What follows belongs to an exercise in optimizing a design on an open flow for small area, a short achievable clock period and few clock cycles per item; a production flow would make more cautious choices.
Function was checked by simulation only, so behaviour that the tests miss may differ from the original.

## run K
// voice_slot_sample_mixer
module voice_slot_sample_mixer (
  input  logic                clk_i,
  input  logic                rst_ni,
  input  logic                push,
  output logic                full,
  input  logic [1:0]          kind_i,
  input  logic [2:0]          slot_i,
  input  logic [23:0]         wave_length_i,
  input  logic [15:0]         gain_i,
  input  logic                repeat_req_i,
  input  logic signed [15:0]  sample_value_i,
  output logic                empty,
  input  logic                pop,
  output logic [2:0]          slot_out_o,
  output logic                ok_o,
  output logic [23:0]         next_position_o,
  output logic                voice_active_o,
  output logic signed [23:0]  mix_o,
  output logic [3:0]          active_voices_o
);
  logic        cmd_valid;
  logic [1:0]  cmd_kind;
  logic [40:0] cmd_data;
  vssm_front u_front (
    .clk_i          (clk_i),
    .rst_ni         (rst_ni),
    .push_i         (push),
    .full_i         (full),
    .kind_i         (kind_i),
    .slot_i         (slot_i),
    .wave_length_i  (wave_length_i),
    .gain_i         (gain_i),
    .repeat_req_i   (repeat_req_i),
    .sample_value_i (sample_value_i),
    .cmd_valid_o    (cmd_valid),
    .cmd_kind_o     (cmd_kind),
    .cmd_data_o     (cmd_data)
  );
  vssm_back u_back (
    .clk_i           (clk_i),
    .rst_ni          (rst_ni),
    .push_i          (push),
    .full_o          (full),
    .cmd_valid_i     (cmd_valid),
    .cmd_kind_i      (cmd_kind),
    .cmd_data_i      (cmd_data),
    .empty_o         (empty),
    .slot_out_o      (slot_out_o),
    .ok_o            (ok_o),
    .next_position_o (next_position_o),
    .voice_active_o  (voice_active_o),
    .mix_o           (mix_o),
    .active_voices_o (active_voices_o),
  ...
export LEC_CHECK = 0
export ABC_CLOCK_PERIOD_IN_PS = 2000
export CAP_MARGIN = 20
export CORE_MARGIN = 2
export CORE_UTILIZATION = 40
export CTS_CLUSTER_DIAMETER = 70
export CTS_CLUSTER_SIZE = 25
export SETUP_SLACK_MARGIN = 0.3
export SLEW_MARGIN = 20
create_clock -name core_clock -period 11.0 [get_ports {clk_i}]
standard.sh (not shown) runs the stock make flow with config.mk's settings and CLKGATE_MAP_FILE= SYNTH_SCRIPT=/design/flow/synth_recipe.tcl, a recipe that flattens the netlist after the stock synthesis.
==> flow/flow/run.sh <==
#!/bin/bash
set -euo pipefail
bash standard.sh SETUP_SLACK_MARGIN=7.5 MATCH_CELL_FOOTPRINT=0 \
  "BUFFER_PORTS_ARGS=-buffer_cell sky130_fd_sc_hd__buf_4" finish > standard.log 2>&1
Testbench counts of run K, summed over its fixed seeds: cycles 12,032, items 12,000.
Relative to run K, the following input files were edited for run Y:
--- a/flow/config.mk
+++ b/flow/config.mk
@@ -6,10 +6,9 @@
 export NUM_CORES = 4
 export LEC_CHECK = 0
+export ABC_AREA = 1
 export ABC_CLOCK_PERIOD_IN_PS = 2000
 export CAP_MARGIN = 20
 export CORE_MARGIN = 2
 export CORE_UTILIZATION = 40
-export CTS_CLUSTER_DIAMETER = 70
-export CTS_CLUSTER_SIZE = 25
 export SETUP_SLACK_MARGIN = 0.3
 export SLEW_MARGIN = 20
### Flow results
- Summary — delay of the slowest critical-path stage, run Y relative to run K: lower, by 20 ps.
- Run Y ends up with lower routed wirelength normalized by instance count than run K does.
- Run K → run Y: summed area of non-filler cells in the final layout shows an increase of 0.0023 mm².
- Looking at worst setup slack before clock tree synthesis, run Y sits 55 ps below run K.
- In the tables for run K and run Y, area after synthesis reads higher with run Y.
- Measured against run Y, the routed wire length of run K comes out at 0.911 times the reference value.
- Higher count of non-CTS inverters in the layout among run K and run Y: run Y
- The higher initial core utilization came out of run Y.
- Run Y ended up with sky130_fd_sc_hd__nand2_1 as its most common cell after layout, fill and taps aside; run K ended up with sky130_fd_sc_hd__edfxtp_1.

---

Setup of run A:
Starting RTL as in the previous note.
export LEC_CHECK = 0
export ABC_CLOCK_PERIOD_IN_PS = 2000
export CAP_MARGIN = 20
export CORE_MARGIN = 2
export CORE_UTILIZATION = 40
export CTS_BUF_LIST = sky130_fd_sc_hd__clkbuf_8
export SETUP_SLACK_MARGIN = 0.3
export SLEW_MARGIN = 20
create_clock -name core_clock -period 11.0 [get_ports {clk_i}]
Scripts as last shown in full above: flow/flow/run.sh
Run A finished every stage and its layout cleared the timing, DRC and antenna checks.
Testbench counts of run A, summed over its fixed seeds: cycles 12,032, items 12,000.
The inputs of run B differ from those of run A as listed below.
- clearing CTS_BUF_LIST, which used to be sky130_fd_sc_hd__clkbuf_8
- putting CTS_CLUSTER_DIAMETER at 100 where nothing was set
- putting CTS_CLUSTER_SIZE at 30 where nothing was set
- Relative to run A, the met2 routed wirelength measured on run B has decreased by a few percent.
- Compared with run A, in run B routing usage on met2 saw a decrease; fraction of area in multi-input gates higher.
- Looking at beginning of the critical path, the u_back.hd_q[37]$_DFFE_PP_ result is from run A; the u_back.m_data[21]$_DFFE_PN_ one comes from run B.
Relative to run B, the following input files were edited for run C:
- CTS_CLUSTER_SIZE: 30 -> unset
- CTS_CLUSTER_DIAMETER: 100 -> unset
- CORE_UTILIZATION: 40 -> 60
Results
Count of buffers added by post-CTS timing repair for setup delta for run C relative to run B: 39 higher. The maximum fanout encountered on the critical timing path of run C exceeds that of run B by 7. Between run B and run C, the flow reports total via count after detailed routing increasing by a few percent.
Relative to run C, the following input files were edited for run D:
- CORE_UTILIZATION: 60 -> 40
==> flow/flow/run.sh <==
#!/bin/bash
set -euo pipefail
bash standard.sh SETUP_SLACK_MARGIN=7.2 MATCH_CELL_FOOTPRINT=0 \
  "BUFFER_PORTS_ARGS=-buffer_cell sky130_fd_sc_hd__buf_4" finish > standard.log 2>&1
Per the comparison of run D with run C, area growth from synthesis to layout has decreased, pin count of the biggest net entering global routing has decreased, maximum frequency has decreased, area taken by multi-input logic gates has decreased, worst hold slack has remained practically unchanged. Side by side, share of the cycle needed by the critical path after routing turned out higher in run D than in run C. Routed wire length: lower on run D.

---

voice_slot_sample_mixer, a different RTL version from the one above (not shown whole).
For scale: about 130 I/O pins, ~42000 um2 of cells after synthesis.
// voice_slot_sample_mixer
module voice_slot_sample_mixer (
  input  logic                clk_i,
  input  logic                rst_ni,
  input  logic                push,
  output logic                full,
  input  logic [1:0]          kind_i,
  input  logic [2:0]          slot_i,
  input  logic [23:0]         wave_length_i,
  input  logic [15:0]         gain_i,
  input  logic                repeat_req_i,
  input  logic signed [15:0]  sample_value_i,
  output logic                empty,
  input  logic                pop,
  output logic [2:0]          slot_out_o,
  output logic                ok_o,
  output logic [23:0]         next_position_o,
  output logic                voice_active_o,
  output logic signed [23:0]  mix_o,
  output logic [3:0]          active_voices_o
);
Settings: LEC_CHECK=0, ABC_CLOCK_PERIOD_IN_PS=2000, CAP_MARGIN=20, CORE_MARGIN=2, CORE_UTILIZATION=40, CTS_CLUSTER_DIAMETER=70, CTS_CLUSTER_SIZE=25, SETUP_SLACK_MARGIN=0.3, SLEW_MARGIN=20, SYNTH_HIERARCHICAL=1; clock period 11.0 ns.
==> flow/flow/run.sh <==
#!/bin/bash
set -euo pipefail
bash standard.sh SETUP_SLACK_MARGIN=7.65 MATCH_CELL_FOOTPRINT=0 \
  "BUFFER_PORTS_ARGS=-buffer_cell sky130_fd_sc_hd__buf_4" finish > standard.log 2>&1
The baseline completed without violations.
Testbench counts at the start, summed over its fixed seeds: cycles 12,024, items 12,000.
Then changed:
==> flow/flow/run.sh (replaced) <==
#!/bin/bash
set -euo pipefail
bash standard.sh SETUP_SLACK_MARGIN=7.5 MATCH_CELL_FOOTPRINT=0 \
  "BUFFER_PORTS_ARGS=-buffer_cell sky130_fd_sc_hd__buf_4" finish > standard.log 2>&1
Settings changed: CORE_UTILIZATION 40 to 46.
Effect: Clock-buffer cell count is lower by 3; fmax is lower by 0.43%; sequential share of layout area is higher by 1.1 points; global-route usage is higher by 3.6 points.
Then changed:
Settings changed: CORE_UTILIZATION 46 to 40, CTS_CLUSTER_DIAMETER 70 to not set, CTS_CLUSTER_SIZE 25 to not set.
Synthesized cell count stays the same.
Clock skew shrinks by 8.4 ps.
Routed wire length shrinks slightly.
Count of clock-buffer cells in the layout grows by 58.
Cell area grows by a few percent.
Via count grows slightly.
Worst hold slack got worse by 29 ps.
Non-clock buffer count shrinks by 5.
Register-to-register slack barely changes.
Sequential share of layout area shrinks by 1.3 points.
Flip-flop and latch count stays the same.

---

Setup of maple:
voice_slot_sample_mixer again, from the RTL that the note above started with.
export LEC_CHECK = 0
export ABC_CLOCK_PERIOD_IN_PS = 2000
export CAP_MARGIN = 20
export CORE_MARGIN = 2
export CORE_UTILIZATION = 40
export CTS_CLUSTER_DIAMETER = 70
export CTS_CLUSTER_SIZE = 25
export SETUP_SLACK_MARGIN = 0.3
export SLEW_MARGIN = 20
export SYNTH_HIERARCHICAL = 1
create_clock -name core_clock -period 11.0 [get_ports {clk_i}]
==> flow/flow/run.sh <==
#!/bin/bash
set -euo pipefail
bash standard.sh SETUP_SLACK_MARGIN=7.4 MATCH_CELL_FOOTPRINT=0 \
  "BUFFER_PORTS_ARGS=-buffer_cell sky130_fd_sc_hd__buf_4" finish > standard.log 2>&1
Testbench counts of maple, summed over its fixed seeds: cycles 12,024, items 12,000.
### maple -> cedar
==> flow/flow/run.sh <==
#!/bin/bash
set -euo pipefail
bash standard.sh SETUP_SLACK_MARGIN=7.35 MATCH_CELL_FOOTPRINT=0 \
  "BUFFER_PORTS_ARGS=-buffer_cell sky130_fd_sc_hd__buf_4" finish > standard.log 2>&1
--- outcome ---
- Compare cedar and maple | period utilization lower: maple
- maple -> cedar: share of flip-flops with an asynchronous set or reset delta 0, exact match
- Portion of the layout cell area used by non-clock buffers, cedar and maple: higher on maple
- The average wire per standard cell reported for cedar is greater than that of maple by 0.58%.
- Between maple and cedar, the flow reports vias per cell increasing slightly.
- maple → cedar: number of clock buffers in the layout went down 5.4%, setup slack after layout went down 80 ps, post-placement cell area held.

==> afterwards: timing with drivers on the ports <==
How much do the figures lean on ideal ports? The routed layouts below were timed once more, with nothing changed but the port constraints. Step 1 sets driving cells, clkbuf_16 on the clock port and buf_2 on the other inputs (assumed; they add their load-dependent delay and slew). Step 2, shift: input delay + t, output delay - t, t = (earliest + latest rising clock arrival at the registers) / 2. This alone moves slack from input paths to output paths. a / b / c = no drivers / after step 1 / after step 2; a / b = the first two.
| run | t (ns) | slack for setup (ns) | worst data-port slew with drivers (ns) |
|---|---|---|---|
| run K | 0.711 | 7.383 / 7.349 / 7.383 | 0.04 |
| run Y | 0.720 | 7.251 / 7.251 / 7.077 | 0.04 |
| run A | 0.857 | 7.283 / 7.219 / 7.386 | 0.04 |
| run B | 0.699 | 7.340 / 7.340 / 7.340 | 0.04 |
| run C | 0.704 | 7.391 / 7.391 / 7.378 | 0.04 |
| run D | 0.727 | 7.279 / 7.279 / 7.279 | 0.05 |
| the first run of note 3 | 0.712 | 7.483 / 7.441 / 6.921 | 0.23 |
| the second run of note 3 | 0.710 | 7.468 / 7.428 / 6.937 | 0.06 |
| the third run of note 3 | 0.724 | 7.453 / 7.435 / 6.920 | 0.07 |
| maple | 0.709 | 7.479 / 7.427 / 6.878 | 0.06 |
| cedar | 0.706 | 7.399 / 7.399 / 6.795 | 0.07 |
After both steps setup and hold are still met in every run listed. For cedar, which loses most, drivers alone change the setup slack by 0.000 ns; drivers and shift together by -0.604 ns.
